This is an optimization exercise on Yosys and OpenROAD, whose aim is small area and a short achievable clock period, not a production implementation. Where RTL was checked, it was by simulation tests only, not by an equivalence proof against the original. Function not checked in runs 1 and 2: the RTL went through the layout flow alone. Power figures rest on the tool's default switching activity, not on a simulated workload.

$ cat flow/design.v
`default_nettype none
package timer_pkg;
   typedef logic [15:0] cnt_t;    
   typedef logic [7:0]  presc_t;  
   typedef logic [7:0]  addr_t;
   typedef logic [31:0] data_t;
   typedef enum logic [2:0] {
      OP_SET     = 3'd0,  
      OP_TOGGLE  = 3'd1,  
      OP_CLEAR   = 3'd2,  
      OP_SET_CLR = 3'd3,  
      OP_CLR_SET = 3'd4   
   } comp_op_e;
   typedef struct packed {
      presc_t   presc;
      logic     sawtooth;   
      cnt_t     cnt_start;
      cnt_t     cnt_end;
      cnt_t     comp0;
      comp_op_e op0;
      cnt_t     comp1;
      comp_op_e op1;
   } timer_cfg_t;
   typedef struct packed {
      logic start;
      logic stop;
      logic rst;
      logic update;
   } timer_cmd_t;
   localparam int CNT_W = 16;
   localparam int CFG_W = 79;
   localparam int CMD_W = 4;
   localparam addr_t TIMER_STRIDE = 8'h20;
   localparam addr_t REG_CMD      = 8'h00;
   localparam addr_t REG_CFG      = 8'h04;  
   localparam addr_t REG_TH       = 8'h08;  
   localparam addr_t REG_CH0      = 8'h0C;  
   localparam addr_t REG_CH1      = 8'h10;
   localparam addr_t REG_COUNTER  = 8'h14;  
   localparam addr_t REG_EVENT    = 8'h80;  
   localparam int CMD_START_BIT  = 0;
   localparam int CMD_STOP_BIT   = 1;
   localparam int CMD_RST_BIT    = 2;
   localparam int CMD_UPDATE_BIT = 3;
endpackage
`default_nettype wire
`timescale 1ns/1ps
`default_nettype none
module timer_compare (
   input  logic        clk_i,
   input  logic        reset_i,
   input  logic        step_i,
   input  logic        end_i,
   input  logic [15:0] count_i,
   input  logic [15:0] comp_i,
   input  logic [2:0]  op_i,
   output logic        pwm_o
);
   logic match;
   logic end_act;
   logic pwm_q;
   assign match   = step_i && (count_i == comp_i);
   assign end_act = end_i && ((op_i == 3'd3) || (op_i == 3'd4));
   always_ff @(posedge clk_i) begin
      if (reset_i) begin
         pwm_q <= 1'b0;
      end else if (end_act) begin
         pwm_q <= (op_i == 3'd4);  
      end else if (match) begin
         case (op_i)
            3'd0:    pwm_q <= 1'b1;
            3'd1:    pwm_q <= ~pwm_q;
            3'd2:    pwm_q <= 1'b0;
            3'd3:    pwm_q <= 1'b1;
            3'd4:    pwm_q <= 1'b0;
            default: pwm_q <= pwm_q;  
         endcase
      end
   end
   assign pwm_o = pwm_q;
endmodule
`default_nettype wire
`timescale 1ns/1ps
`default_nettype none
module adv_timer (
   input  logic        clk_i,
   input  logic        reset_i,
   input  logic        rst_dly_i,   
   input  logic [7:0]  presc_i,
   input  logic        saw_i,
   input  logic [15:0] start_i,
   input  logic [15:0] end_i,
   input  logic [15:0] comp0_i,
   input  logic [2:0]  op0_i,
   input  logic [15:0] comp1_i,
   input  logic [2:0]  op1_i,
   input  logic [3:0]  cmd_i,       
   output logic [15:0] count_nxt_o,
   output logic        end_o,
   output logic [1:0]  pwm_o
);
   logic cmd_start, cmd_stop, cmd_rst, cmd_update;
   assign {cmd_update, cmd_rst, cmd_stop, cmd_start} = cmd_i;
   logic [7:0]  a_presc;
   logic        a_saw;
   logic [15:0] a_start, a_end, a_comp0, a_comp1;
   logic [2:0]  a_op0, a_op1;
   logic        a_load;
   assign a_load = cmd_update || rst_dly_i;
   always_ff @(posedge clk_i) begin
      if (a_load) begin
         a_presc <= presc_i;
         a_saw   <= saw_i;
         a_start <= start_i;
         a_end   <= end_i;
         a_comp0 <= comp0_i;
         a_op0   <= op0_i;
         a_comp1 <= comp1_i;
         a_op1   <= op1_i;
      end
   end
   logic [7:0] a_presc_nxt;
   assign a_presc_nxt = a_load ? presc_i : a_presc;
   logic run_q, run_nxt;
   assign run_nxt = !reset_i && !cmd_stop && (cmd_start || run_q);
   always_ff @(posedge clk_i) run_q <= run_nxt;
   logic [7:0]  presc_q, presc_inc;
   logic        tick_q;
   logic [15:0] count_q;
   logic        dir_q, step_q, end_q;
   logic [7:0]  presc_nxt;
   logic        tick_nxt;
   assign presc_inc = presc_q + 8'd1;
   assign presc_nxt = (rst_dly_i || cmd_rst || (run_q && tick_q)) ? 8'd0 :
                      run_q ? presc_inc : presc_q;
   assign tick_nxt  = run_nxt && (presc_nxt >= a_presc_nxt);
   always_ff @(posedge clk_i) begin
      presc_q <= presc_nxt;
      tick_q  <= tick_nxt;
   end
   logic        down;
   logic [15:0] dstep, pm_mask, cnt_pm, cnt_base, tgt, x;
   logic        at_tgt, pm_at_tgt, at_end, inc_at_end, dec_at_start, wrap;
   logic        dir_nxt, end_nxt;
   assign down  = dir_q && !a_saw;
   assign dstep = count_q ^ {16{down}};    
   assign tgt   = down ? a_start : a_end;
   assign x     = count_q ^ tgt;
   always_comb begin
      pm_mask[0] = 1'b1;
      for (int i = 1; i < 16; i++) pm_mask[i] = pm_mask[i-1] && dstep[i-1];
      pm_at_tgt = x[0];
      for (int i = 1; i < 16; i++) pm_at_tgt = pm_at_tgt && (x[i] == (x[i-1] && dstep[i-1]));
   end
   assign at_tgt       = (x == 16'd0);
   assign cnt_pm       = count_q ^ pm_mask;    
   assign at_end       = at_tgt;               
   assign inc_at_end   = pm_at_tgt;
   assign dec_at_start = pm_at_tgt;            
   assign wrap         = !down && at_tgt;
   assign cnt_base    = tick_q ? cnt_pm : count_q;
   assign count_nxt_o = rst_dly_i ? 16'd0 :
                        (cmd_rst || (tick_q && wrap)) ? a_start : cnt_base;
   always_comb begin
      dir_nxt = dir_q;
      if (rst_dly_i || cmd_rst) dir_nxt = 1'b0;
      else if (tick_q) begin
         if (a_saw)       dir_nxt = 1'b0;
         else if (!dir_q) dir_nxt = !at_end && inc_at_end;
         else             dir_nxt = !dec_at_start;
      end
   end
   assign end_nxt = !reset_i && !cmd_rst && tick_q && (down ? dec_at_start : at_end);
   always_ff @(posedge clk_i) begin
      count_q <= count_nxt_o;
      dir_q   <= dir_nxt;
      step_q  <= !reset_i && !cmd_rst && tick_q;
      end_q   <= end_nxt;
   end
   assign end_o = end_q;
   timer_compare u_cmp0 (
      .clk_i   (clk_i),
      .reset_i (reset_i),
      .step_i  (step_q),
      .end_i   (end_q),
      .count_i (count_q),
      .comp_i  (a_comp0),
      .op_i    (a_op0),
      .pwm_o   (pwm_o[0])
   );
   timer_compare u_cmp1 (
      .clk_i   (clk_i),
      .reset_i (reset_i),
      .step_i  (step_q),
      .end_i   (end_q),
      .count_i (count_q),
      .comp_i  (a_comp1),
      .op_i    (a_op1),
      .pwm_o   (pwm_o[1])
   );
endmodule
`default_nettype wire
`timescale 1ns/1ps
`default_nettype none
module apb_timer_regs #(
   parameter int NUM_TIMERS = 4
) (
   input  logic                      clk_i,
   input  logic                      reset_i,
   input  logic                      psel_i,
   input  logic                      penable_i,
   input  logic                      pwrite_i,
   input  timer_pkg::addr_t          paddr_i,
   input  timer_pkg::data_t          pwdata_i,
   output timer_pkg::data_t          prdata_o,
   output logic                      pslverr_o,
   output logic [NUM_TIMERS*8-1:0]   presc_o,
   output logic [NUM_TIMERS-1:0]     saw_o,
   output logic [NUM_TIMERS*16-1:0]  start_o,
   output logic [NUM_TIMERS*16-1:0]  end_o,
   output logic [NUM_TIMERS*16-1:0]  comp0_o,
   output logic [NUM_TIMERS*3-1:0]   op0_o,
   output logic [NUM_TIMERS*16-1:0]  comp1_o,
   output logic [NUM_TIMERS*3-1:0]   op1_o,
   output logic [NUM_TIMERS*4-1:0]   cmd_o,
   input  logic [NUM_TIMERS*16-1:0]  count_nxt_i,  
   input  logic [NUM_TIMERS-1:0]     end_i,
   output logic [NUM_TIMERS-1:0]     events_o
);
   logic [NUM_TIMERS-1:0] d_tmr;
   logic [5:0]            d_reg;    
   logic                  d_ev;
   logic                  d_ok;
   always_comb begin
      for (int i = 0; i < NUM_TIMERS; i++)
         d_tmr[i] = !paddr_i[7] && (paddr_i[6:5] == 2'(i));
      for (int r = 0; r < 6; r++)
         d_reg[r] = (paddr_i[4:0] == 5'(4 * r));
      d_ev = (paddr_i == timer_pkg::REG_EVENT);
      d_ok = (!paddr_i[7] && (|d_reg)) || d_ev;
   end
   logic [NUM_TIMERS-1:0] ws_tmr_q;
   logic [4:0]            ws_reg_q;
   logic                  ws_ev_q;
   logic                  err_q;
   logic                  setup_wr;
   assign setup_wr = psel_i && !penable_i && pwrite_i;
   always_ff @(posedge clk_i) begin
      ws_tmr_q <= d_tmr & {NUM_TIMERS{setup_wr}};
      ws_reg_q <= d_reg[4:0];
      ws_ev_q  <= d_ev && setup_wr;
      err_q    <= !d_ok;
   end
   assign pslverr_o = err_q;
   timer_pkg::data_t wd;
   assign wd = pwdata_i & {32{!reset_i}};
   logic [NUM_TIMERS-1:0] events_q;
   logic [NUM_TIMERS-1:0] ev_clr;
   assign ev_clr = (penable_i && ws_ev_q) ? pwdata_i[NUM_TIMERS-1:0] : '0;
   logic [NUM_TIMERS-1:0] cmd_sel_q;
   logic [3:0]            cmd_dat_q;
   always_ff @(posedge clk_i) cmd_dat_q <= pwdata_i[3:0];
   for (genvar i = 0; i < NUM_TIMERS; i++) begin : gen_reg
      logic wr;
      assign wr = penable_i && ws_tmr_q[i];
      always_ff @(posedge clk_i) begin
         if (reset_i || (wr && ws_reg_q[1])) begin
            presc_o[8*i +: 8] <= wd[7:0];
            saw_o[i]          <= wd[8];
         end
         if (reset_i || (wr && ws_reg_q[2])) begin
            start_o[16*i +: 16] <= wd[15:0];
            end_o[16*i +: 16]   <= wd[31:16];
         end
         if (reset_i || (wr && ws_reg_q[3])) begin
            comp0_o[16*i +: 16] <= wd[15:0];
            op0_o[3*i +: 3]     <= wd[18:16];
         end
         if (reset_i || (wr && ws_reg_q[4])) begin
            comp1_o[16*i +: 16] <= wd[15:0];
            op1_o[3*i +: 3]     <= wd[18:16];
         end
         cmd_sel_q[i] <= !reset_i && wr && ws_reg_q[0];  
      end
      assign cmd_o[4*i +: 4] = cmd_sel_q[i] ? cmd_dat_q : 4'b0;
   end
   always_ff @(posedge clk_i) begin
      if (reset_i) begin
         events_q <= '0;
      end else begin
         events_q <= (events_q & ~ev_clr) | end_i;  
      end
   end
   assign events_o = events_q;
   timer_pkg::data_t rdata;
   timer_pkg::data_t rdata_q;
   always_comb begin
      rdata = '0;
      for (int i = 0; i < NUM_TIMERS; i++) begin
         if (d_tmr[i] && d_reg[1]) rdata = rdata | {23'b0, saw_o[i], presc_o[8*i +: 8]};
         if (d_tmr[i] && d_reg[2]) rdata = rdata | {end_o[16*i +: 16], start_o[16*i +: 16]};
         if (d_tmr[i] && d_reg[3]) rdata = rdata | {13'b0, op0_o[3*i +: 3], comp0_o[16*i +: 16]};
         if (d_tmr[i] && d_reg[4]) rdata = rdata | {13'b0, op1_o[3*i +: 3], comp1_o[16*i +: 16]};
         if (d_tmr[i] && d_reg[5]) rdata = rdata | {16'b0, count_nxt_i[16*i +: 16]};
      end
      if (d_ev) rdata = rdata | 32'(events_q | end_i);
   end
   always_ff @(posedge clk_i) begin
      rdata_q <= rdata;
   end
   assign prdata_o = rdata_q;
endmodule
`default_nettype wire
`timescale 1ns/1ps
`default_nettype none
module apb_adv_timer_top #(
   parameter int NUM_TIMERS = 4
) (
   input  logic                    clk_i,
   input  logic                    reset_i,
   input  logic                    psel_i,
   input  logic                    penable_i,
   input  logic                    pwrite_i,
   input  timer_pkg::addr_t        paddr_i,
   input  timer_pkg::data_t        pwdata_i,
   output timer_pkg::data_t        prdata_o,
   output logic                    pslverr_o,
   output logic [2*NUM_TIMERS-1:0] pwm_o,     
   output logic [NUM_TIMERS-1:0]   events_o
);
   logic [NUM_TIMERS*8-1:0]  presc;
   logic [NUM_TIMERS-1:0]    saw;
   logic [NUM_TIMERS*16-1:0] cstart, cend, comp0, comp1, count_nxt;
   logic [NUM_TIMERS*3-1:0]  op0, op1;
   logic [NUM_TIMERS*4-1:0]  cmd;
   logic [NUM_TIMERS-1:0]    tmr_end;
   logic                     rst_dly_q;
   always_ff @(posedge clk_i) rst_dly_q <= reset_i;
   apb_timer_regs #(
      .NUM_TIMERS (NUM_TIMERS)
   ) u_regs (
      .clk_i       (clk_i),
      .reset_i     (reset_i),
      .psel_i      (psel_i),
      .penable_i   (penable_i),
      .pwrite_i    (pwrite_i),
      .paddr_i     (paddr_i),
      .pwdata_i    (pwdata_i),
      .prdata_o    (prdata_o),
      .pslverr_o   (pslverr_o),
      .presc_o     (presc),
      .saw_o       (saw),
      .start_o     (cstart),
      .end_o       (cend),
      .comp0_o     (comp0),
      .op0_o       (op0),
      .comp1_o     (comp1),
      .op1_o       (op1),
      .cmd_o       (cmd),
      .count_nxt_i (count_nxt),
      .end_i       (tmr_end),
      .events_o    (events_o)
   );
   for (genvar i = 0; i < NUM_TIMERS; i++) begin : gen_timer
      adv_timer u_tim (
         .clk_i       (clk_i),
         .reset_i     (reset_i),
         .rst_dly_i   (rst_dly_q),
         .presc_i     (presc[8*i +: 8]),
         .saw_i       (saw[i]),
         .start_i     (cstart[16*i +: 16]),
         .end_i       (cend[16*i +: 16]),
         .comp0_i     (comp0[16*i +: 16]),
         .op0_i       (op0[3*i +: 3]),
         .comp1_i     (comp1[16*i +: 16]),
         .op1_i       (op1[3*i +: 3]),
         .cmd_i       (cmd[4*i +: 4]),
         .count_nxt_o (count_nxt[16*i +: 16]),
         .end_o       (tmr_end[i]),
         .pwm_o       (pwm_o[2*i +: 2])
      );
   end
endmodule
`default_nettype wire
$ cat flow/run.sh
#!/bin/bash
# synth_recipe.tcl (not shown) runs the flow's synth.tcl, then flattens the netlist and writes it again
# the make line also repeats each setting of config.mk as NAME=value (left out here)
make -C /OpenROAD-flow-scripts/flow DESIGN_CONFIG=/design/flow/config.mk WORK_HOME=/design/flow/orfs CLKGATE_MAP_FILE= SYNTH_SCRIPT=/design/flow/synth_recipe.tcl finish
$ cat flow/config.mk
export PLATFORM = sky130hd
export DESIGN_NAME = apb_adv_timer_top
export DESIGN_NICKNAME = apb_adv_timer_top
export VERILOG_FILES = /design/flow/design.v
export SDC_FILE = /design/flow/constraint.sdc
export NUM_CORES = 4
export LEC_CHECK = 0
export CAP_MARGIN = 20
export CORE_MARGIN = 2
export CORE_UTILIZATION = 60
export CTS_BUF_LIST = sky130_fd_sc_hd__clkbuf_8
export SETUP_SLACK_MARGIN = 4.4
export SLEW_MARGIN = 20
$ cat flow/constraint.sdc
create_clock -name core_clock -period 7.0 [get_ports {clk_i}]
set_input_delay 1.4000 -clock core_clock [delete_from_list [all_inputs] [get_ports {clk_i}]]
set_output_delay 1.4000 -clock core_clock [all_outputs]
set_load 0.01 [all_outputs]
==> reports/qor.csv, run 1 <==
stage;metric;value;unit
detailed_routing;vias;27720;
global_route;antenna_found_initial;10;
timing;setup_violations;0;
synthesis;ys_seq_area_frac;0.6191;
timing;maxSlewViolCount;0;
worst_setup_path;regToRegStartpoint;gen_timer[2].u_tim.a_saw;
cells_and_area;final_area;44670;sq um
timing;setup-tns-final;0;ns
timing;hold_violations;0;
clock_network;clk_latency;0.81;ns
timing;layout_worst_path_cycle_share;0.5041;
synthesis;synth_seq_cells;812;
clock_network;cts_tree;yes;
synthesis;synth-edff-count;600;
synthesis;synth_cells;2856;
floorplanning;start_util;0.6081;
clock_network;cts_buffers;132;
worst_setup_path;rr_endpoint;u_regs.rdata_q[5];
synthesis;syn_area;35960;sq um
placement;dpl_cell_area;37770;sq um
timing;finalClockSkew;0.03899;ns
global_route;grt_pass1_vias;26730;
synthesis;synth.distinct_cells;85;
floorplanning;die_area;61900;sq um
timing;relSlewSlack;0.1572;
synthesis;async_reset_ff_frac;0;
detailed_routing;drtIter0Drc;4237;
timing;hold_slack;0.4411;ns
placement;finalWeightedCongestion;1.034;
detailed_routing;avgRoutedWirePerCell;34.57;um
synthesis;syn_nets;2937;
floorplanning;die_h;248.8;um
timing;max_clock_freq;283.4;MHz
timing;period_needed;3.529;ns
synthesis;avgSynthCellArea;12.59;sq um
floorplanning;num_rows;89;
worst_hold_path;min_to;gen_timer[0].u_tim.a_comp1[8];
worst_hold_path;whs_path_depth;0;
power_and_ir_drop;total_leakage_power;0.01593;uW
worst_setup_path;critPathArrivalTime;4.19;ns
worst_setup_path;critPathKind;reg -> reg;
clock_network;cts.sink_count;812;
synthesis;ys_warn_count;4;
timing;rsz0062_at_grt;yes;
worst_setup_path;crit_fanout;8;
cells_and_area;fillers;3398;
worst_setup_path;worstPathRequired;7.66;ns
worst_hold_path;hold_class;reg -> reg;
global_route;overflow;0;
floorplanning;io_pins;90;
power_and_ir_drop;power_density;242.6;nW/um^2
cells_and_area;nets;3247;
global_route;grt_max_degree;72;
cells_and_area;drive_above_1_share;0.2677;
detailed_routing;ant_nets;0;
worst_hold_path;hold_start;u_regs.comp1_o[8];
global_route;track_usage;0.4404;
floorplanning;fp.dieW;248.8;um
synthesis;synth-main-ff-cell;edfxtp_1;
clock_network;cts_hold_buffers;0;
run_status;status;complete, no violations;
power_and_ir_drop;ir_drop;0.2262;mV
detailed_routing;finalWirelength;140200;um
cells_and_area;finalNonFillerCells;4055;
placement;place_hpwl;95010;um
detailed_routing;drt_pass1_iterations;7;
clock_network;cts.path.max_buffers;3;
flow_run;max_cap_viol_count;0;
worst_setup_path;startpoint_type;flip-flop;
clock_network;clockRootBuffer;clkbuf_8;
cells_and_area;area_delta_synth_final;24.23;%
global_route;grt_pass1_wl;191100;um
timing;worst_pin_slew;1.259;ns
clock_network;clkTransAtPathRegs;0.06;ns
detailed_routing;viasPerCell;6.836;
floorplanning;coreArea;59130;sq um
cells_and_area;fin_util;0.7555;
worst_setup_path;ff2ff_path_depth;14;
placement;place_inst;3591;
placement;portBuffers;89;
worst_setup_path;crit_path_end_kind;flip-flop;
detailed_routing;drcViolationCount;0;
worst_setup_path;rrSetupSlack;3.47;ns
clock_network;htreeDepth;4;
[cell families (layout without fill, tap and decap cells)]
group | count (synthesis) | count (layout) | synth area share
xor+xnor | 351 | 351 | 0.08588
flops | 812 | 812 | 0.6191
other cells | 0 | 6 | 0
fa+ha+maj | 36 | 36 | 0.01253
buf+inv | 233 | 646 | 0.02801
simple gates | 766 | 773 | 0.1107
compound gates | 470 | 470 | 0.08912
mux | 188 | 188 | 0.05463
[how the worst max path moves through the flow]
stage               slack [ns]           endpoint                startpoint  cells past startpoint
detailed placement        2.10  u_regs.rdata_q[4]                paddr_i[5]                     11
global placement          2.25  u_regs.rdata_q[4]                paddr_i[5]                     11
finish                    3.47  u_regs.rdata_q[5]  gen_timer[2].u_tim.a_saw                     14
CTS                       3.66  u_regs.rdata_q[0]  gen_timer[3].u_tim.a_saw                     10
global route              3.39  u_regs.rdata_q[5]  gen_timer[2].u_tim.a_saw                     14
floorplan                 3.87  u_regs.rdata_q[0]                paddr_i[6]                      9
[power breakdown]
| part | total (uW) | leakage [uW] | internal [uW] | switching, uW |
|---|---|---|---|---|
| clock | 4110 | 0.00150 | 2110 | 2000 |
| sequential | 5970 | 0.00759 | 5570 | 400 |
| combinational | 755 | 0.00684 | 311 | 444 |
| total | 10800 | 0.0159 | 7990 | 2840 |
[flip-flops by register name, indices dropped and copies added, names as in the netlist, 12 cells and up]
name and count:
gen_timer.u_tim.a_comp0 64, gen_timer.u_tim.a_comp1 64, gen_timer.u_tim.a_end 64, gen_timer.u_tim.a_op0 12
gen_timer.u_tim.a_op1 12, gen_timer.u_tim.a_presc 32, gen_timer.u_tim.a_start 64, gen_timer.u_tim.count_q 64
gen_timer.u_tim.presc_q 32, u_regs.comp0_o 64, u_regs.comp1_o 64, u_regs.end_o 64
u_regs.op0_o 12, u_regs.op1_o 12, u_regs.presc_o 32, u_regs.rdata_q 32
u_regs.start_o 64
[synth_stat cells, types with 58 or more instances]
cell type,instances,area share
xor2_1,111,0.027
edfxtp_1,600,0.50
nor2b_1,58,0.010
clkbuf_1,117,0.012
nand2_1,124,0.013
dfxtp_1,212,0.12
mux2i_1,167,0.046
a22oi_1,83,0.017
xnor2_1,239,0.058
nor2_1,212,0.022
inv_1,66,0.0069
o21ai_0,93,0.013
a21oi_1,87,0.012
[what timing repair did]
action,CTS,global route
setup buffers,141,53
setup endpoints to repair,354,232
pin swaps,55,41
cloned,18,2
resized for setup,594,158
[worst max-delay path, stage by stage (launching register included)]
cell and delay (ns):
edfxtp_1 0.45, nor2b_4 0.20, buf_6 0.15, buf_16 0.14
mux2i_4 0.25, xnor2_2 0.12, nor4_2 0.27, nand2_1 0.17
o31ai_4 0.31, buf_12 0.15, buf_12 0.15, buf_12 0.14
mux2i_4 0.37, o22ai_1 0.14, or3_1 0.38
[final cells by class]
| cell class | instances | area, sq um | area share |
|---|---|---|---|
| Sequential cell | 812 | 22400 | 0.5015 |
| Multi-Input combinational cell | 1818 | 14940 | 0.3345 |
| Timing Repair Buffer | 335 | 3437 | 0.07694 |
| Clock buffer | 143 | 1968 | 0.04406 |
| Tap cell | 773 | 967.2 | 0.02165 |
| Clock inverter | 101 | 666.9 | 0.01493 |
| Inverter | 67 | 271.5 | 0.006078 |
| Antenna cell | 6 | 15.01 | 0.0003361 |
[metrics by stage]
stage	setup slack, ns	power (uW)
after global placement	2.255	6591
after CTS	3.660	10720
after detailed placement	2.095	6625
after floorplan	3.873	6191
final	3.471	10840
after global routing	3.386	11070
[routing by layer]
| layer | global-route usage | up-vias | routed length (um) |
|---|---|---|---|
| met5 | 0 | - | 11 |
| li1 | - | 11270 | - |
| met1 | 0.5601 | 13420 | 47930 |
| met3 | 0.1187 | 623 | 19050 |
| met4 | 0.3474 | 2 | 13400 |
| met2 | 0.6416 | 2403 | 59800 |
[layout by cell type, fill, tap and decap left out, types with 72 or more instances in the layout]
master / n
xnor2_1: 217
dfxtp_1: 145
o21ai_0: 81
buf_4: 169
clkbuf_8: 143
a21oi_1: 72
edfxtp_1: 600
nand2_1: 116
inv_1: 103
xor2_1: 106
buf_6: 73
nor2_1: 189
mux2i_1: 82
==> inputs of run 2 (changes only) <==
--- a/flow/design.v
+++ b/flow/design.v
@@ -139,9 +139,9 @@
       tick_q  <= tick_nxt;
    end
-   logic        down;
+   logic        down, a_saw_nxt;
+   assign a_saw_nxt = a_load ? saw_i : a_saw;
    logic [15:0] dstep, pm_mask, cnt_pm, cnt_base, tgt, x;
    logic        at_tgt, pm_at_tgt, at_end, inc_at_end, dec_at_start, wrap;
    logic        dir_nxt, end_nxt;
-   assign down  = dir_q && !a_saw;
    assign dstep = count_q ^ {16{down}};    
    assign tgt   = down ? a_start : a_end;
@@ -175,4 +175,5 @@
       count_q <= count_nxt_o;
       dir_q   <= dir_nxt;
+      down    <= dir_nxt && !a_saw_nxt;  
       step_q  <= !reset_i && !cmd_rst && tick_q;
       end_q   <= end_nxt;
--- a/flow/config.mk
+++ b/flow/config.mk
@@ -9,5 +9,6 @@
 export CORE_MARGIN = 2
 export CORE_UTILIZATION = 60
-export CTS_BUF_LIST = sky130_fd_sc_hd__clkbuf_8
+export CTS_CLUSTER_DIAMETER = 100
+export CTS_CLUSTER_SIZE = 25
 export SETUP_SLACK_MARGIN = 4.4
 export SLEW_MARGIN = 20
==> reports/qor.csv, run 2 <==
stage;metric;value;unit
run_status;status;complete, no violations;
synthesis;synth_xor_xnor_area_share;0.08163;
synthesis;synth-simple-area-share;0.1109;
power_and_ir_drop;comb_power_share;0.089;
synthesis;synth.distinct_cells;99;
synthesis;synth.most_common_cell;edfxtp_1;
detailed_routing;drtIter0Drc;4546;
worst_setup_path;crit_path_end_kind;flip-flop;
cells_and_area;nets;3289;
timing;hold_slack;0.4580;ns
floorplanning;start_util;0.6079;
worst_setup_path;critPathCapture;u_regs.rdata_q[1];
synthesis;synth_compound_area_frac;0.1023;
power_and_ir_drop;p_seq_frac;0.629;
clock_network;htreeDepth;2;
detailed_routing;vias;27920;
power_and_ir_drop;swShare;0.2587;
global_route;antenna_found_initial;5;
timing;setup-tns-final;0;ns
floorplanning;fp.dieW;251.5;um
worst_setup_path;ff2ff_path_depth;11;
power_and_ir_drop;ir_drop;0.2157;mV
placement;place_ws;1.849;ns
floorplanning;io_pins;90;
timing;period_needed;3.233;ns
clock_network;cts.sink_count;816;
power_and_ir_drop;total_leakage_power;0.01575;uW
timing;finalClockSkew;0.02925;ns
floorplanning;die_h;251.5;um
worst_setup_path;critPathArrivalTime;3.74;ns
power_and_ir_drop;p_int;7036;uW
worst_setup_path;rrSetupSlack;3.84;ns
detailed_routing;drcViolationCount;0;
clock_network;clockRootBuffer;clkbuf_16;
detailed_routing;avgRoutedWirePerCell;35.06;um
clock_network;clkTransAtPathRegs;0.11;ns
timing;setup_violations;0;
synthesis;synth-edff-count;596;
synthesis;ys_warn_count;4;
timing;max_clock_freq;309.3;MHz
power_and_ir_drop;clock_power_share;0.282;
cells_and_area;layout_commonest_cell;edfxtp_1;
detailed_routing;finalWirelength;141000;um
worst_setup_path;cp-startpoint;paddr_i[6];
global_route;overflow;0;
timing;maxSlewViolCount;0;
clock_network;cts_hold_buffers;0;
synthesis;syn_area;36760;sq um
global_route;grt_pass1_vias;25980;
global_route;grt_pass1_wl;189800;um
synthesis;synth_top_area_frac;0.4869;
clock_network;cts.path.max_buffers;3;
synthesis;avgSynthCellArea;12.44;sq um
cells_and_area;fillers;3697;
global_route;grt_max_degree;71;
synthesis;synth_cells;2954;
timing;fin_ws;3.767;ns
detailed_routing;ant_nets;0;
worst_setup_path;crit_fanout;17;
timing;worst_pin_slew;1.085;ns
worst_setup_path;worstPathRequired;7.51;ns
worst_setup_path;critPathKind;in -> reg;
synthesis;ys_seq_area_frac;0.6067;
synthesis;yosysTopAreaCell;edfxtp_1;
power_and_ir_drop;power_density;211.4;nW/um^2
worst_setup_path;startpoint_type;input pin;
global_route;track_usage;0.4306;
cells_and_area;drive_above_1_share;0.2671;
power_and_ir_drop;p_sw;2455;uW
synthesis;synthTopCellsByCount;edfxtp_1 (596), xnor2_1 (235), dfxtp_1 (220);
synthesis;synth-main-ff-cell;edfxtp_1;
cells_and_area;area_delta_synth_final;22.15;%
timing;rsz0062_at_grt;yes;
placement;place_hpwl;96280;um
floorplanning;num_rows;90;
synthesis;async_reset_ff_frac;0;
detailed_routing;viasPerCell;6.942;
cells_and_area;mostFrequentLayoutCells;edfxtp_1 (596), xnor2_1 (205), buf_4 (171);
synthesis;synth_top_family_by_area;simple AND/OR/NAND/NOR gates;
synthesis;synth_seq_cells;816;
cells_and_area;final_area;44900;sq um
clock_network;clk_latency;0.64;ns
floorplanning;coreArea;60470;sq um
flow_run;max_cap_viol_count;0;
placement;portBuffers;89;
floorplanning;die_area;63260;sq um
worst_setup_path;regToRegStartpoint;gen_timer[0].u_tim.down;
worst_hold_path;hold_class;reg -> reg;
placement;dpl_cell_area;38390;sq um
synthesis;ys_top_cells_by_area;edfxtp_1 (49%), dfxtp_1 (12%), xnor2_1 (5.6%);
worst_hold_path;whs_path_depth;0;
synthesis;muxShareOfSynthArea;0.05531;
clock_network;cts_buffers;39;
clock_network;cts_tree;yes;
timing;layout_worst_path_cycle_share;0.4618;
synthesis;synthAdderAreaFrac;0.01225;
synthesis;syn_nets;3035;
timing;relSlewSlack;0.2766;
timing;hold_violations;0;
worst_setup_path;rr_endpoint;u_regs.rdata_q[0];
detailed_routing;drt_pass1_iterations;5;
placement;finalWeightedCongestion;0.9917;
cells_and_area;n_antenna_cell;0;
-- run 2: cell type report --
cell class                      instances  area [sq um]  share of cell area
Tap cell                              782         978.4             0.02179
Sequential cell                       816         22410              0.4991
Inverter                               90         347.8            0.007747
Timing Repair Buffer                  379          3993             0.08892
Multi-Input combinational cell       1882         16000              0.3564
Clock inverter                          6         90.09            0.002006
Clock buffer                           66          1077             0.02399
-- run 2: power by group through the flow --
stage               clock network [uW]  logic (uW)  registers, uW
floorplan                            0         428           5800
global placement                     0         623           6020
detailed placement                   0         643           6030
CTS                               2650         744           5930
global route                      2810         883           5970
finish                            2670         848           5970
-- run 2: routing by layer --
metal | up-vias | wire (um) | GRT usage
met5 | - | 23 | 0
met1 | 13680 | 50100 | 0.5830
li1 | 11460 | - | -
met4 | 4 | 11860 | 0.2682
met3 | 493 | 16890 | 0.06149
met2 | 2279 | 62100 | 0.6617
-- run 2: worst min path at each step --
stage                     slack (ns)                from                              to
after floorplan                 0.42  u_regs.comp0_o[59]  gen_timer[3].u_tim.a_comp0[11]
after detailed placement        0.44    u_regs.end_o[45]    gen_timer[2].u_tim.a_end[13]
after CTS                       0.46  u_regs.comp1_o[41]   gen_timer[2].u_tim.a_comp1[9]
final                           0.46  u_regs.start_o[15]  gen_timer[0].u_tim.a_start[15]
after global placement          0.43  u_regs.start_o[53]   gen_timer[3].u_tim.a_start[5]
after global routing            0.47  u_regs.comp1_o[41]   gen_timer[2].u_tim.a_comp1[9]
-- run 2: timing repair --
item | CTS | global route
setup endpoints to repair | 675 | 172
setup buffers | 154 | 73
gates cloned | 19 | 5
pin swaps | 84 | 99
resized for setup | 596 | 284
-- run 2: cells by family (layout without fill, tap and decap cells) --
group | after synthesis | after routing
compound gates | 532 | 536
xor+xnor | 341 | 341
fa+ha+maj | 36 | 36
buf+inv | 263 | 541
flops | 816 | 816
mux | 194 | 194
simple gates | 772 | 775
-- run 2: critical path, cell delays in order --
cell and delay (ns):
buf_12 0.14, buf_12 0.13, nand3b_1 0.17, nor2_4 0.05
a222oi_1 0.55, nand4_1 0.35, a31o_2 0.31, a21o_1 0.15
or4_1 0.47
-- run 2: per-stage QoR --
stage	power, uW	instances	utilization
global placement	6641	3698	0.6349
finish	9491	4021	0.7425
CTS	9323	3943	0.7102
detailed placement	6670	3698	0.6349
global route	9663	4021	0.7425
floorplan	6228	2954	-
==> inputs of run 3 (changes only) <==
--- a/flow/design.v
+++ b/flow/design.v
@@ -113,5 +113,4 @@
          a_saw   <= saw_i;
          a_start <= start_i;
-         a_end   <= end_i;
          a_comp0 <= comp0_i;
          a_op0   <= op0_i;
@@ -120,4 +119,5 @@
       end
    end
+   always_ff @(posedge clk_i) a_end <= a_end_nxt;
    logic [7:0] a_presc_nxt;
    assign a_presc_nxt = a_load ? presc_i : a_presc;
@@ -139,11 +139,14 @@
       tick_q  <= tick_nxt;
    end
-   logic        down, a_saw_nxt;
+   logic        a_saw_nxt;
+   logic [15:0] a_end_nxt;
+   logic        at_end_q, down_q;
    assign a_saw_nxt = a_load ? saw_i : a_saw;
+   assign a_end_nxt = a_load ? end_i : a_end;
    logic [15:0] dstep, pm_mask, cnt_pm, cnt_base, tgt, x;
-   logic        at_tgt, pm_at_tgt, at_end, inc_at_end, dec_at_start, wrap;
+   logic        pm_at_tgt, wrap;
    logic        dir_nxt, end_nxt;
-   assign dstep = count_q ^ {16{down}};    
-   assign tgt   = down ? a_start : a_end;
+   assign dstep = count_q ^ {16{down_q}};    
+   assign tgt   = down_q ? a_start : a_end;
    assign x     = count_q ^ tgt;
    always_comb begin
@@ -153,10 +156,6 @@
       for (int i = 1; i < 16; i++) pm_at_tgt = pm_at_tgt && (x[i] == (x[i-1] && dstep[i-1]));
    end
-   assign at_tgt       = (x == 16'd0);
-   assign cnt_pm       = count_q ^ pm_mask;    
-   assign at_end       = at_tgt;               
-   assign inc_at_end   = pm_at_tgt;
-   assign dec_at_start = pm_at_tgt;            
-   assign wrap         = !down && at_tgt;
+   assign cnt_pm = count_q ^ pm_mask;    
+   assign wrap   = !down_q && at_end_q;
    assign cnt_base    = tick_q ? cnt_pm : count_q;
    assign count_nxt_o = rst_dly_i ? 16'd0 :
@@ -167,15 +166,16 @@
       else if (tick_q) begin
          if (a_saw)       dir_nxt = 1'b0;
-         else if (!dir_q) dir_nxt = !at_end && inc_at_end;
-         else             dir_nxt = !dec_at_start;
+         else if (!dir_q) dir_nxt = !at_end_q && pm_at_tgt;
+         else             dir_nxt = !pm_at_tgt;
       end
    end
-   assign end_nxt = !reset_i && !cmd_rst && tick_q && (down ? dec_at_start : at_end);
+   assign end_nxt = !reset_i && !cmd_rst && tick_q && (down_q ? pm_at_tgt : at_end_q);
    always_ff @(posedge clk_i) begin
-      count_q <= count_nxt_o;
-      dir_q   <= dir_nxt;
-      down    <= dir_nxt && !a_saw_nxt;  
-      step_q  <= !reset_i && !cmd_rst && tick_q;
-      end_q   <= end_nxt;
+      count_q  <= count_nxt_o;
+      dir_q    <= dir_nxt;
+      down_q   <= dir_nxt && !a_saw_nxt;
+      at_end_q <= (count_nxt_o == a_end_nxt);
+      step_q   <= !reset_i && !cmd_rst && tick_q;
+      end_q    <= end_nxt;
    end
    assign end_o = end_q;
--- a/flow/config.mk
+++ b/flow/config.mk
@@ -9,6 +9,5 @@
 export CORE_MARGIN = 2
 export CORE_UTILIZATION = 60
-export CTS_CLUSTER_DIAMETER = 100
-export CTS_CLUSTER_SIZE = 25
+export CTS_BUF_LIST = sky130_fd_sc_hd__clkbuf_8
 export SETUP_SLACK_MARGIN = 4.4
 export SLEW_MARGIN = 20
==> reports/qor.csv, run 3 <==
stage;metric;value;unit
timing;worst_pin_slew;1.311;ns
synthesis;synth_cells;3027;
floorplanning;fp.dieW;251.9;um
global_route;overflow;0;
placement;place_hpwl;101000;um
clock_network;cts_buffers;133;
worst_setup_path;critPathKind;reg -> reg;
global_route;grt_pass1_vias;27240;
clock_network;clockRootBuffer;clkbuf_8;
clock_network;htreeDepth;4;
worst_setup_path;critPathCapture;gen_timer[0].u_tim.at_end_q;
synthesis;synth_seq_cells;820;
timing;max_clock_freq;348.4;MHz
synthesis;synth-edff-count;532;
synthesis;syn_nets;3108;
global_route;grt_max_degree;55;
worst_setup_path;worstPathRequired;7.70;ns
cells_and_area;finalNonFillerCells;4214;
placement;portBuffers;89;
timing;setup_violations;0;
synthesis;async_reset_ff_frac;0;
clock_network;clk_latency;0.82;ns
power_and_ir_drop;power_density;251.0;nW/um^2
worst_setup_path;rrSetupSlack;4.13;ns
detailed_routing;finalWirelength;143200;um
worst_setup_path;critPathArrivalTime;3.57;ns
floorplanning;die_h;251.9;um
synthesis;synth-main-ff-cell;edfxtp_1;
worst_setup_path;crit_path_end_kind;flip-flop;
placement;finalWeightedCongestion;0.9901;
synthesis;ys_warn_count;4;
clock_network;clkTransAtPathRegs;0.06;ns
worst_hold_path;hold_class;reg -> reg;
timing;hold_violations;0;
synthesis;synth.most_common_cell;edfxtp_1;
worst_setup_path;ff2ff_path_depth;8;
synthesis;synthTopCellsByCount;edfxtp_1 (532), dfxtp_1 (288), xnor2_1 (255);
floorplanning;coreArea;60580;sq um
synthesis;ys_top_cells_by_area;edfxtp_1 (43%), dfxtp_1 (16%), xnor2_1 (6.1%);
clock_network;cts.path.max_buffers;3;
timing;setup-tns-final;0;ns
worst_setup_path;crit_fanout;10;
placement;place_inst;3774;
clock_network;cts_tree;yes;
floorplanning;start_util;0.6088;
cells_and_area;mostFrequentLayoutCells;edfxtp_1 (532), xnor2_1 (250), dfxtp_1 (199);
synthesis;yosysTopAreaCell;edfxtp_1;
power_and_ir_drop;total_power;11320;uW
power_and_ir_drop;total_leakage_power;0.01636;uW
detailed_routing;drtIter0Drc;4594;
timing;finalClockSkew;0.04625;ns
floorplanning;io_pins;90;
cells_and_area;area_delta_synth_final;22.28;%
synthesis;synth_top_area_frac;0.4331;
detailed_routing;avgRoutedWirePerCell;33.97;um
global_route;track_usage;0.4455;
timing;layout_worst_path_cycle_share;0.4101;
timing;period_needed;2.870;ns
worst_setup_path;startpoint_type;flip-flop;
floorplanning;die_area;63470;sq um
cells_and_area;drive_above_1_share;0.2603;
synthesis;synth.distinct_cells;88;
clock_network;cts.sink_count;820;
detailed_routing;drt_pass1_iterations;9;
worst_setup_path;cp-startpoint;gen_timer[0].u_tim.count_q[7];
cells_and_area;register_area;21900;sq um
global_route;antenna_found_initial;8;
flow_run;max_cap_viol_count;0;
run_status;status;complete, no violations;
floorplanning;num_rows;90;
cells_and_area;nets;3405;
worst_setup_path;rr_endpoint;gen_timer[0].u_tim.at_end_q;
cells_and_area;fillers;3665;
detailed_routing;vias;28640;
synthesis;ys_seq_area_frac;0.5894;
synthesis;syn_area;36880;sq um
worst_setup_path;regToRegStartpoint;gen_timer[0].u_tim.count_q[7];
timing;rsz0062_at_grt;yes;
timing;relSlewSlack;0.1217;
cells_and_area;multi_input_area;15460;sq um
detailed_routing;ant_nets;0;
global_route;grt_pass1_wl;196700;um
detailed_routing;viasPerCell;6.797;
timing;hold_slack;0.4511;ns
timing;maxSlewViolCount;0;
synthesis;avgSynthCellArea;12.19;sq um
detailed_routing;drcViolationCount;0;
power_and_ir_drop;ir_drop;0.2268;mV
cells_and_area;layout_commonest_cell;edfxtp_1;
run 3: cell count changes in the layout (fill, tap and decap cells not counted), sizes merged, moves of 29 or more:
cell / change
buf: -29
mux2: +50
a22oi: +29
a211oi: +41
clkbuf: +74
clkinv: +39
nand3: +31
inv: +35
edfxtp: -64
dfxtp: +68
mux2i: -65
run 3: cells by family after synthesis:
group,after synthesis,share of synthesized area
AOI/OAI and AO/OA,555,0.1084
xor gates and xnor gates,385,0.09142
adders and majority gates,36,0.01221
buffers and inverters,267,0.02985
DFF,820,0.5894
muxes,178,0.05160
and+or+nand+nor,786,0.1171
run 3: worst max-delay path: stages, from the launching register on:
cell and delay (ns):
dfxtp_1 0.74, nand2_1 0.22, o22ai_4 0.27, nand3_1 0.15
xor2_1 0.20, a211oi_4 0.57, xnor2_1 0.19, nand2_1 0.10
nor4b_2 0.32
run 3: worst min-delay path by stage:
stage | from | to | slack (ns) | cells past startpoint
finish | u_regs.start_o[31] | gen_timer[1].u_tim.a_start[15] | 0.45 | 0
global route | u_regs.comp1_o[19] | gen_timer[1].u_tim.a_comp1[3] | 0.46 | 0
floorplan | u_regs.comp1_o[22] | gen_timer[1].u_tim.a_comp1[6] | 0.42 | 0
CTS | u_regs.comp1_o[19] | gen_timer[1].u_tim.a_comp1[3] | 0.46 | 0
detailed placement | u_regs.comp0_o[27] | gen_timer[1].u_tim.a_comp0[11] | 0.45 | 0
global placement | u_regs.comp0_o[27] | gen_timer[1].u_tim.a_comp0[11] | 0.45 | 0
run 3: through the flow:
| stage | utilization | instance area, sq um | setup WS (ns) |
|---|---|---|---|
| after global placement | 0.6380 | 38650 | 2.091 |
| after CTS | 0.7266 | 44020 | 4.206 |
| after floorplan | - | 37440 | 4.124 |
| final | 0.7445 | 45100 | 4.130 |
| after global routing | 0.7445 | 45100 | 4.091 |
| after detailed placement | 0.6391 | 38720 | 2.418 |
run 3: where the power goes:
group          internal [uW]  switching, uW
logic                    384            488
registers               5560            413
clock network           2480           2000
run 3: cell type report:
cell class                 instances  share of cell area
sequential                       820              0.4856
multi-input combinational       1941              0.3429
timing repair buffer             336             0.07890
clock buffer                     145             0.04425
tap                              782             0.02169
clock inverter                    96             0.01859
inverter                          92            0.007962
antenna                            2           0.0001110
run 3: routing by layer:
metal / vias to the layer above / wire [um] / global-route usage
met3: 538 / 18960 / 0.1120
met4: 6 / 11680 / 0.3048
met2: 2324 / 62540 / 0.6662
li1: 11900 / - / -
met5: - / 46 / 0
met1: 13880 / 49950 / 0.5737
run 3: repair_timing:
item	4_1_cts	5_1_grt
pin swaps	71	64
gates resized for setup	527	136
hold buffers	0	0
buffers inserted	114	65
hold endpoints to repair	0	0
endpoints found under the setup margin	152	176
gates cloned	15	3
==> inputs of run 4 (changes only) <==
--- a/flow/config.mk
+++ b/flow/config.mk
@@ -9,5 +9,4 @@
 export CORE_MARGIN = 2
 export CORE_UTILIZATION = 60
-export CTS_BUF_LIST = sky130_fd_sc_hd__clkbuf_8
-export SETUP_SLACK_MARGIN = 4.4
+export SETUP_SLACK_MARGIN = 4.0
 export SLEW_MARGIN = 20
==> reports/qor.csv, run 4 <==
stage;metric;value;unit
run_status;status;complete, no violations;
power_and_ir_drop;swShare;0.2452;
timing;maxSlewViolCount;0;
worst_setup_path;critPathSlowestCell;or4_1;
cells_and_area;nets;3232;
synthesis;avgSynthCellArea;12.19;sq um
placement;place_hpwl;100600;um
timing;rsz0062_at_grt;yes;
worst_setup_path;worstPathRequired;7.53;ns
synthesis;yosysTopAreaCell;edfxtp_1;
floorplanning;die_area;63470;sq um
floorplanning;fp.dieW;251.9;um
synthesis;syn_nets;3108;
cells_and_area;final_area;42850;sq um
worst_hold_path;min_to;gen_timer[2].u_tim.a_start[15];
floorplanning;die_h;251.9;um
floorplanning;start_util;0.6088;
cells_and_area;layout_commonest_cell;edfxtp_1;
power_and_ir_drop;p_int;8415;uW
worst_setup_path;rr_endpoint;gen_timer[0].u_tim.at_end_q;
timing;setup-tns-final;0;ns
worst_setup_path;crit_fanout;10;
clock_network;clk_latency;0.64;ns
cells_and_area;fin_util;0.7072;
floorplanning;num_rows;90;
worst_setup_path;rrSetupSlack;3.92;ns
clock_network;cts_tree;yes;
worst_setup_path;ff2ff_path_depth;7;
placement;place_ws;2.492;ns
synthesis;synth-main-ff-cell;edfxtp_1;
timing;max_clock_freq;325.2;MHz
worst_setup_path;worst-path-buf-inv;0;
detailed_routing;avgRoutedWirePerCell;34.49;um
timing;setup_violations;0;
worst_hold_path;hold_class;reg -> reg;
worst_hold_path;hold_start;u_regs.start_o[47];
power_and_ir_drop;ir_drop;0.1901;mV
power_and_ir_drop;power_density;260.2;nW/um^2
power_and_ir_drop;p_sw;2734;uW
detailed_routing;vias;27630;
cells_and_area;drive_above_1_share;0.1591;
floorplanning;io_pins;90;
detailed_routing;viasPerCell;6.904;
synthesis;synth-edff-count;532;
timing;hold_violations;0;
timing;worst_pin_slew;1.206;ns
global_route;track_usage;0.4296;
cells_and_area;fillers;4085;
synthesis;async_reset_ff_frac;0;
power_and_ir_drop;comb_power_share;0.072;
detailed_routing;ant_nets;0;
detailed_routing;finalWirelength;138000;um
worst_setup_path;critPathKind;reg -> reg;
detailed_routing;drt_pass1_iterations;8;
floorplanning;coreArea;60580;sq um
timing;period_needed;3.075;ns
placement;finalWeightedCongestion;1.037;
global_route;antenna_found_initial;5;
clock_network;clkTransAtPathRegs;0.06;ns
worst_setup_path;path_delay_family;simple AND/OR/NAND/NOR gates;
synthesis;synth_top_area_frac;0.4331;
synthesis;synth_seq_cells;820;
synthesis;syn_area;36880;sq um
placement;portBuffers;89;
timing;relSlewSlack;0.1942;
worst_setup_path;cp_cell_sequence;nand2b_1 > o32ai_4 > xnor2_1 > a211oi_4 > xor2_1 > or4_1 > nor4b_1;
global_route;grt_max_degree;55;
clock_network;cts_buffers;82;
synthesis;ys_seq_area_frac;0.5894;
worst_setup_path;critPathArrivalTime;3.61;ns
timing;fin_ws;3.925;ns
clock_network;clockRootBuffer;clkbuf_16;
detailed_routing;drcViolationCount;0;
synthesis;synthTopCellsByCount;edfxtp_1 (532), dfxtp_1 (288), xnor2_1 (255);
global_route;grt_pass1_vias;26020;
placement;dpl_cell_area;38580;sq um
timing;finalClockSkew;0.01707;ns
worst_setup_path;regToRegStartpoint;gen_timer[0].u_tim.tick_q;
synthesis;synth.distinct_cells;88;
timing;hold_slack;0.4514;ns
detailed_routing;drtIter0Drc;4467;
clock_network;cts.sink_count;820;
clock_network;htreeDepth;3;
power_and_ir_drop;total_leakage_power;0.01503;uW
global_route;overflow;0;
flow_run;max_cap_viol_count;0;
worst_setup_path;max_stage_delay;0.65;ns
synthesis;synth_cells;3027;
synthesis;ys_top_cells_by_area;edfxtp_1 (43%), dfxtp_1 (16%), xnor2_1 (6.1%);
worst_setup_path;crit_path_end_kind;flip-flop;
synthesis;synth.most_common_cell;edfxtp_1;
synthesis;ys_warn_count;4;
power_and_ir_drop;clock_power_share;0.394;
timing;layout_worst_path_cycle_share;0.4393;
worst_hold_path;whs_path_depth;0;
cells_and_area;area_delta_synth_final;16.16;%
worst_setup_path;startpoint_type;flip-flop;
power_and_ir_drop;p_seq_frac;0.534;
cells_and_area;mostFrequentLayoutCells;edfxtp_1 (532), dfxtp_1 (256), xnor2_1 (255);
global_route;grt_pass1_wl;190400;um
clock_network;cts.path.max_buffers;3;
run 4: cell counts after synthesis:
Identical to the previous run, type by type.
run 4: per-layer routing:
layer / wire (um) / up-vias / GRT usage / part of all wire
met5: 35 / - / 0 / 0.00025
met4: 10150 / 4 / 0.2675 / 0.074
met3: 16710 / 426 / 0.08357 / 0.12
met2: 61590 / 2128 / 0.6557 / 0.45
met1: 49530 / 13560 / 0.5690 / 0.36
li1: - / 11510 / - / -
run 4: logic make-up after synthesis:
logic type	Yosys count	synth area share
xor gates and xnor gates	385	0.09142
AOI/OAI and AO/OA	555	0.1084
adders and majority gates	36	0.01221
muxes	178	0.05160
buffers and inverters	267	0.02985
and+or+nand+nor	786	0.1171
DFF	820	0.5894
run 4: worst max path at each step:
| stage | depth (start not counted) | to | slack [ns] | start |
|---|---|---|---|---|
| 2_1_floorplan | 14 | gen_timer[3].u_tim.tick_q | 3.95 | u_regs.cmd_dat_q[3] |
| 3_3_place_gp | 8 | u_regs.rdata_q[3] | 2.36 | paddr_i[6] |
| 3_5_place_dp | 9 | u_regs.rdata_q[8] | 2.49 | paddr_i[5] |
| 4_1_cts | 9 | gen_timer[0].u_tim.at_end_q | 3.80 | gen_timer[0].u_tim.down_q |
| 5_1_grt | 7 | gen_timer[0].u_tim.at_end_q | 3.86 | gen_timer[0].u_tim.tick_q |
| 6_report | 7 | gen_timer[0].u_tim.at_end_q | 3.92 | gen_timer[0].u_tim.tick_q |
run 4: what timing repair did:
item / CTS / global route
setup endpoints to repair: 138 / 28
gates cloned: 4 / 5
pin swaps: 23 / 25
hold buffers: 0 / 0
gates resized for setup: 153 / 88
setup buffers: 40 / 17
run 4: power groups by stage:
stage                     Combinational [uW]  Clock, uW  Sequential, uW
after global placement                   708          0            6020
after detailed placement                 734          0            6030
after CTS                                761       4390            5930
after floorplan                          513          0            5790
final                                    802       4400            5950
after global routing                     850       4570            5950
run 4: area by class of cell:
| class | instances | area (sq um) | share of cell area |
|---|---|---|---|
| Multi-Input combinational cell | 1941 | 14870 | 0.3471 |
| Inverter | 92 | 347.8 | 0.008118 |
| Sequential cell | 820 | 21790 | 0.5086 |
| Clock buffer | 110 | 2291 | 0.05347 |
| Clock inverter | 41 | 356.6 | 0.008323 |
| Timing Repair Buffer | 214 | 2203 | 0.05142 |
| Antenna cell | 2 | 5.005 | 0.0001168 |
| Tap cell | 782 | 978.4 | 0.02284 |
run 4: per-stage QoR:
stage                     power (uW)  instances
after floorplan                 6301       3027
after global placement          6727       3783
after detailed placement        6766       3783
after CTS                      11080       3978
after global routing           11370       4000
final                          11150       4002
==> inputs of run 5 (changes only) <==
--- a/flow/config.mk
+++ b/flow/config.mk
@@ -9,4 +9,4 @@
 export CORE_MARGIN = 2
 export CORE_UTILIZATION = 60
-export SETUP_SLACK_MARGIN = 4.0
+export SETUP_SLACK_MARGIN = 4.4
 export SLEW_MARGIN = 20
==> reports/qor.csv, run 5 <==
stage;metric;value;unit
cells_and_area;area_delta_synth_final;21.30;%
floorplanning;io_pins;90;
synthesis;syn_area;36880;sq um
clock_network;cts_tree;yes;
cells_and_area;nets;3337;
detailed_routing;vias;28290;
cells_and_area;fillers;3639;
detailed_routing;finalWirelength;141800;um
clock_network;htreeDepth;3;
worst_setup_path;cp_cell_sequence;nand2b_1 > o32a_1 > or3_1 > a311oi_4 > xnor2_1 > and4b_1 > nand4b_1 > nor4b_2;
synthesis;syn_nets;3108;
worst_setup_path;cp-startpoint;gen_timer[0].u_tim.count_q[1];
synthesis;synth_cells;3027;
synthesis;ys_top_cells_by_area;edfxtp_1 (43%), dfxtp_1 (16%), xnor2_1 (6.1%);
cells_and_area;final_area;44740;sq um
cells_and_area;mostFrequentLayoutCells;edfxtp_1 (532), xnor2_1 (251), dfxtp_1 (216);
worst_setup_path;critPathArrivalTime;3.41;ns
floorplanning;die_h;251.9;um
worst_setup_path;critPathKind;reg -> reg;
timing;finalClockSkew;0.03160;ns
worst_setup_path;startpoint_type;flip-flop;
timing;hold_violations;0;
synthesis;synth_seq_cells;820;
synthesis;async_reset_ff_frac;0;
synthesis;synth.distinct_cells;88;
timing;max_clock_freq;350.0;MHz
worst_setup_path;critPathCapture;gen_timer[0].u_tim.at_end_q;
synthesis;ys_seq_area_frac;0.5894;
placement;portBuffers;89;
placement;dpl_cell_area;38720;sq um
worst_setup_path;max_stage_delay;0.47;ns
detailed_routing;drtIter0Drc;4478;
power_and_ir_drop;p_seq_frac;0.526;
placement;finalWeightedCongestion;0.9901;
synthesis;avgSynthCellArea;12.19;sq um
timing;maxSlewViolCount;0;
synthesis;synth-main-ff-cell;edfxtp_1;
worst_setup_path;worstPathRequired;7.55;ns
power_and_ir_drop;ir_drop;0.2610;mV
global_route;grt_pass1_vias;26690;
worst_setup_path;critPathSlowestCell;o32a_1;
worst_setup_path;rr_endpoint;gen_timer[0].u_tim.at_end_q;
floorplanning;die_area;63470;sq um
placement;place_hpwl;101000;um
timing;worst_pin_slew;1.329;ns
power_and_ir_drop;swShare;0.2519;
run_status;status;complete, no violations;
detailed_routing;avgRoutedWirePerCell;34.46;um
global_route;grt_max_degree;55;
worst_setup_path;regToRegStartpoint;gen_timer[0].u_tim.count_q[1];
power_and_ir_drop;total_leakage_power;0.01605;uW
clock_network;clk_latency;0.66;ns
timing;setup_violations;0;
detailed_routing;drt_pass1_iterations;8;
global_route;overflow;0;
clock_network;cts_buffers;83;
global_route;track_usage;0.4397;
flow_run;max_cap_viol_count;0;
floorplanning;fp.dieW;251.9;um
timing;rsz0062_at_grt;yes;
detailed_routing;drcViolationCount;0;
worst_setup_path;rrSetupSlack;4.14;ns
floorplanning;num_rows;90;
synthesis;synth-edff-count;532;
detailed_routing;ant_nets;0;
floorplanning;start_util;0.6088;
clock_network;cts.sink_count;820;
synthesis;synth_top_area_frac;0.4331;
power_and_ir_drop;power_density;253.6;nW/um^2
global_route;grt_pass1_wl;194500;um
timing;period_needed;2.857;ns
floorplanning;coreArea;60580;sq um
power_and_ir_drop;comb_power_share;0.076;
clock_network;clkTransAtPathRegs;0.07;ns
worst_setup_path;crit_path_end_kind;flip-flop;
synthesis;ys_warn_count;4;
timing;relSlewSlack;0.1099;
cells_and_area;fin_util;0.7385;
power_and_ir_drop;clock_power_share;0.399;
synthesis;yosysTopAreaCell;edfxtp_1;
synthesis;synthTopCellsByCount;edfxtp_1 (532), dfxtp_1 (288), xnor2_1 (255);
cells_and_area;layout_commonest_cell;edfxtp_1;
worst_hold_path;hold_class;reg -> reg;
power_and_ir_drop;p_sw;2858;uW
clock_network;clockRootBuffer;clkbuf_16;
power_and_ir_drop;p_int;8490;uW
detailed_routing;viasPerCell;6.876;
timing;setup-tns-final;0;ns
worst_setup_path;path_delay_family;simple AND/OR/NAND/NOR gates;
worst_setup_path;worst-path-buf-inv;0;
worst_setup_path;path_depth;8;
worst_setup_path;ff2ff_path_depth;8;
timing;hold_slack;0.4598;ns
worst_setup_path;crit_fanout;10;
timing;layout_worst_path_cycle_share;0.4082;
synthesis;synth.most_common_cell;edfxtp_1;
cells_and_area;drive_above_1_share;0.2375;
clock_network;cts.path.max_buffers;3;
global_route;antenna_found_initial;11;
-- run 5: cell counts after synthesis --
No cell type changed its count.
-- run 5: worst register-to-register path: stages, from the launching register on --
cell and delay, ns:
dfxtp_2 0.41, nand2b_1 0.25, o32a_1 0.47, or3_1 0.42, a311oi_4 0.40, xnor2_1 0.17, and4b_1 0.20, nand4b_1 0.11
nor4b_2 0.32
-- run 5: through the flow --
| step | cells | power (uW) | setup slack [ns] |
|---|---|---|---|
| 6_report | 4114 | 11350 | 4.143 |
| 5_1_grt | 4108 | 11570 | 4.096 |
| 4_1_cts | 4059 | 11270 | 4.107 |
| 3_5_place_dp | 3774 | 6788 | 2.418 |
| 3_3_place_gp | 3771 | 6748 | 2.091 |
| 2_1_floorplan | 3027 | 6324 | 4.124 |
-- run 5: worst min-delay path by stage --
stage	cells past startpoint	slack (ns)	from	to
2_1_floorplan	0	0.42	u_regs.comp1_o[22]	gen_timer[1].u_tim.a_comp1[6]
3_3_place_gp	0	0.45	u_regs.comp0_o[27]	gen_timer[1].u_tim.a_comp0[11]
3_5_place_dp	0	0.45	u_regs.comp0_o[27]	gen_timer[1].u_tim.a_comp0[11]
4_1_cts	0	0.46	u_regs.comp1_o[19]	gen_timer[1].u_tim.a_comp1[3]
5_1_grt	0	0.46	u_regs.comp1_o[19]	gen_timer[1].u_tim.a_comp1[3]
6_report	0	0.46	u_regs.comp1_o[19]	gen_timer[1].u_tim.a_comp1[3]
-- run 5: kinds of logic (layout without fill, tap and decap cells) --
family | Yosys count | count (layout) | share of synthesized area
xor gates and xnor gates | 385 | 385 | 0.09142
AOI/OAI and AO/OA | 555 | 555 | 0.1084
adders and majority gates | 36 | 36 | 0.01221
other | 0 | 6 | 0
buffers and inverters | 267 | 566 | 0.02985
DFF | 820 | 820 | 0.5894
muxes | 178 | 178 | 0.05160
and+or+nand+nor | 786 | 786 | 0.1171
-- run 5: cell type report --
| cell class | instances | area [sq um] | area share |
|---|---|---|---|
| tap | 782 | 978.4 | 0.02187 |
| multi-input combinational | 1940 | 15470 | 0.3457 |
| clock inverter | 43 | 461.7 | 0.01032 |
| inverter | 92 | 366.6 | 0.008194 |
| antenna | 6 | 15.01 | 0.0003356 |
| sequential | 820 | 21870 | 0.4888 |
| clock buffer | 112 | 2297 | 0.05135 |
| timing repair buffer | 319 | 3284 | 0.07341 |
-- run 5: layer usage --
layer,part of all wire,wire length (um),up-vias,GRT usage
met1,0.35,50300,13850,0.5725
li1,-,-,11770,-
met5,0.00025,35,-,0
met4,0.083,11700,6,0.2954
met3,0.13,18010,473,0.09522
met2,0.44,61720,2184,0.6649
-- run 5: power by group through the flow --
stage	combinational [uW]	clock, uW	sequential (uW)
after floorplan	536	0	5790
after global placement	714	0	6030
after detailed placement	742	0	6050
after CTS	807	4520	5940
after global routing	906	4700	5970
final	857	4520	5970
-- run 5: repair_timing --
action,4_1_cts,5_1_grt
setup endpoints to repair,464,120
cloned,14,3
setup buffers,116,46
endpoints found under the hold margin,0,0
hold buffers,0,0
resized for setup,490,115
pin swaps,79,71
==> inputs of run 6 (changes only) <==
--- a/flow/config.mk
+++ b/flow/config.mk
@@ -9,4 +9,6 @@
 export CORE_MARGIN = 2
 export CORE_UTILIZATION = 60
+export CTS_CLUSTER_DIAMETER = 80
+export CTS_CLUSTER_SIZE = 20
 export SETUP_SLACK_MARGIN = 4.4
 export SLEW_MARGIN = 20
==> reports/qor.csv, run 6 <==
stage;metric;value;unit
worst_setup_path;crit_path_end_kind;flip-flop;
placement;dpl_cell_area;38720;sq um
synthesis;synth-edff-count;532;
floorplanning;fp.dieW;251.9;um
synthesis;synth.most_common_cell;edfxtp_1;
worst_setup_path;critPathKind;reg -> reg;
global_route;overflow;0;
floorplanning;start_util;0.6088;
clock_network;clockRootBuffer;clkbuf_16;
timing;relSlewSlack;0.3123;
power_and_ir_drop;power_density;224.1;nW/um^2
flow_run;max_cap_viol_count;0;
floorplanning;coreArea;60580;sq um
timing;maxSlewViolCount;0;
synthesis;synth_top_area_frac;0.4331;
clock_network;cts.sink_count;820;
timing;finalClockSkew;0.01646;ns
synthesis;synth_compound_area_frac;0.1084;
worst_setup_path;crit_fanout;10;
synthesis;synth-simple-area-share;0.1171;
cells_and_area;nets;3320;
detailed_routing;drt_pass1_iterations;8;
synthesis;ys_warn_count;4;
floorplanning;die_area;63470;sq um
timing;fin_ws;4.092;ns
cells_and_area;drive_above_1_share;0.2312;
floorplanning;die_h;251.9;um
clock_network;cts_buffers;49;
synthesis;yosysTopAreaCell;edfxtp_1;
synthesis;muxShareOfSynthArea;0.05160;
global_route;track_usage;0.4304;
worst_setup_path;startpoint_type;flip-flop;
timing;hold_slack;0.4540;ns
synthesis;synth_cells;3027;
synthesis;synth_top_family_by_area;simple AND/OR/NAND/NOR gates;
detailed_routing;drcViolationCount;0;
synthesis;synth-main-ff-cell;edfxtp_1;
synthesis;syn_nets;3108;
placement;finalWeightedCongestion;0.9901;
synthesis;synth.distinct_cells;88;
global_route;grt_pass1_vias;26040;
timing;period_needed;2.908;ns
synthesis;synthAdderAreaFrac;0.01221;
cells_and_area;layout_commonest_cell;edfxtp_1;
timing;setup-tns-final;0;ns
clock_network;cts_tree;yes;
timing;rsz0062_at_grt;yes;
global_route;grt_pass1_wl;190700;um
synthesis;synthTopCellsByCount;edfxtp_1 (532), dfxtp_1 (288), xnor2_1 (255);
clock_network;cts_hold_buffers;0;
synthesis;ys_top_cells_by_area;edfxtp_1 (43%), dfxtp_1 (16%), xnor2_1 (6.1%);
worst_setup_path;critPathArrivalTime;3.45;ns
timing;layout_worst_path_cycle_share;0.4154;
clock_network;htreeDepth;2;
global_route;antenna_found_initial;7;
clock_network;cts.path.max_buffers;3;
timing;max_clock_freq;343.9;MHz
cells_and_area;fillers;3810;
detailed_routing;avgRoutedWirePerCell;34.55;um
cells_and_area;mostFrequentLayoutCells;edfxtp_1 (532), xnor2_1 (252), dfxtp_1 (212);
detailed_routing;finalWirelength;140400;um
synthesis;ys_seq_area_frac;0.5894;
placement;place_hpwl;101000;um
floorplanning;num_rows;90;
detailed_routing;vias;28060;
power_and_ir_drop;total_leakage_power;0.01552;uW
clock_network;clkTransAtPathRegs;0.08;ns
detailed_routing;ant_nets;0;
synthesis;syn_area;36880;sq um
worst_setup_path;worstPathRequired;7.55;ns
synthesis;async_reset_ff_frac;0;
global_route;grt_max_degree;55;
cells_and_area;area_delta_synth_final;18.85;%
timing;worst_pin_slew;1.027;ns
synthesis;synth_xor_xnor_area_share;0.09142;
cells_and_area;final_area;43840;sq um
clock_network;clk_latency;0.62;ns
power_and_ir_drop;total_power;9823;uW
power_and_ir_drop;ir_drop;0.2073;mV
timing;setup_violations;0;
floorplanning;io_pins;90;
synthesis;synth_seq_cells;820;
detailed_routing;viasPerCell;6.905;
timing;hold_violations;0;
synthesis;avgSynthCellArea;12.19;sq um
run_status;status;complete, no violations;
detailed_routing;drtIter0Drc;4263;
placement;place_ws;2.418;ns
worst_hold_path;hold_class;reg -> reg;
placement;portBuffers;89;
-- run 6: cell counts after synthesis --
No cell type changed its count.
-- run 6: kinds of logic (layout without fill, tap and decap cells) --
group / Yosys count / in the layout
adders and majority gates: 36 / 36
other: 0 / 2
xor gates and xnor gates: 385 / 385
DFF: 820 / 820
and+or+nand+nor: 786 / 787
muxes: 178 / 178
buffers and inverters: 267 / 516
AOI/OAI and AO/OA: 555 / 557
-- run 6: final cells by class --
class / count / area, sq um / area share
Clock inverter: 12 / 117.6 / 0.002683
Sequential cell: 820 / 21880 / 0.4991
Timing Repair Buffer: 333 / 3476 / 0.07929
Inverter: 92 / 362.8 / 0.008277
Tap cell: 782 / 978.4 / 0.02232
Clock buffer: 79 / 1350 / 0.03080
Antenna cell: 2 / 5.005 / 0.0001142
Multi-Input combinational cell: 1943 / 15670 / 0.3574
-- run 6: final timing paths --
check | startpoint | end | slack [ns] | cells past startpoint
hold reg to reg | u_regs.comp1_o[19] | gen_timer[1].u_tim.a_comp1[3] | 0.45 | 0
hold / removal | u_regs.comp1_o[19] | gen_timer[1].u_tim.a_comp1[3] | 0.45 | 0
setup reg to reg | gen_timer[2].u_tim.count_q[0] | gen_timer[2].u_tim.at_end_q | 4.09 | 8
setup / recovery | gen_timer[2].u_tim.count_q[0] | gen_timer[2].u_tim.at_end_q | 4.09 | 8
-- run 6: timing repair --
action / CTS / global route
pin swaps: 74 / 83
endpoints found under the setup margin: 465 / 198
setup buffers: 123 / 53
resized for setup: 478 / 146
gates cloned: 14 / 6
-- run 6: power by group --
group / switching [uW] / internal, uW
logic: 490 / 388
registers: 410 / 5550
clock network: 1600 / 1390
total: 2500 / 7320
-- run 6: through the flow --
| step | util | instances |
|---|---|---|
| floorplan | - | 3027 |
| global placement | 0.6380 | 3771 |
| detailed placement | 0.6391 | 3774 |
| CTS | 0.7049 | 4002 |
| global route | 0.7235 | 4061 |
| finish | 0.7236 | 4063 |
-- run 6: metal layers --
layer / vias up / wire length [um] / track usage
met5: - / 132 / 0
met2: 2170 / 61040 / 0.6495
met1: 13740 / 49740 / 0.5759
li1: 11690 / - / -
met3: 448 / 18370 / 0.08687
met4: 6 / 11080 / 0.2654
-- run 6: critical path: stages (launching register included) --
cell      delay (ns)
dfxtp_1         0.60
xnor2_1         0.19
or3_1           0.38
a311oi_4        0.50
xnor2_1         0.23
nand4_1         0.16
nand4b_1        0.23
or4_4           0.43
nor3_2          0.11

what the ideal ports hide:
The results above use ideal ports. As a check the final layouts listed here were re-extracted and re-timed, cells and wires unchanged. Step 1, drivers: a clkbuf_16 drives clk_i and a buf_2 each remaining input, both assumed. Step 2 adds t to the input delays and takes it off the output delays; t is the mean of the earliest and latest rising clock arrival at the registers after step 1. Input paths then give back, and output paths get back, about the clock's delay inside the block. a / b / c = no drivers / after step 1 / after step 2; a / b = the first two.
run | t, ns | slack for setup (ns) | hold WS [ns] | clock arrival spread, ns | cell pins on the clock port's net
run 1 | 0.863 | 3.471 / 3.471 / 2.886 | 0.441 / 0.441 / 0.441 | 0.039 / 0.039 | 1
run 2 | 0.695 | 3.767 / 3.786 / 3.092 | 0.458 / 0.458 / 0.458 | 0.031 / 0.031 | 1
run 3 | 0.864 | 4.130 / 4.130 / 3.443 | 0.451 / 0.451 / 0.451 | 0.047 / 0.046 | 1
run 4 | 0.694 | 3.925 / 3.925 / 3.322 | 0.451 / 0.451 / 0.451 | 0.019 / 0.018 | 1
run 5 | 0.709 | 4.143 / 4.143 / 3.509 | 0.460 / 0.460 / 0.460 | 0.032 / 0.032 | 1
run 6 | 0.684 | 4.092 / 4.092 / 3.505 | 0.454 / 0.454 / 0.454 | 0.017 / 0.017 | 1
After both steps every run listed still meets setup and hold. For run 3, which loses most, drivers alone change the setup slack by 0.000 ns; drivers and shift together by -0.687 ns.
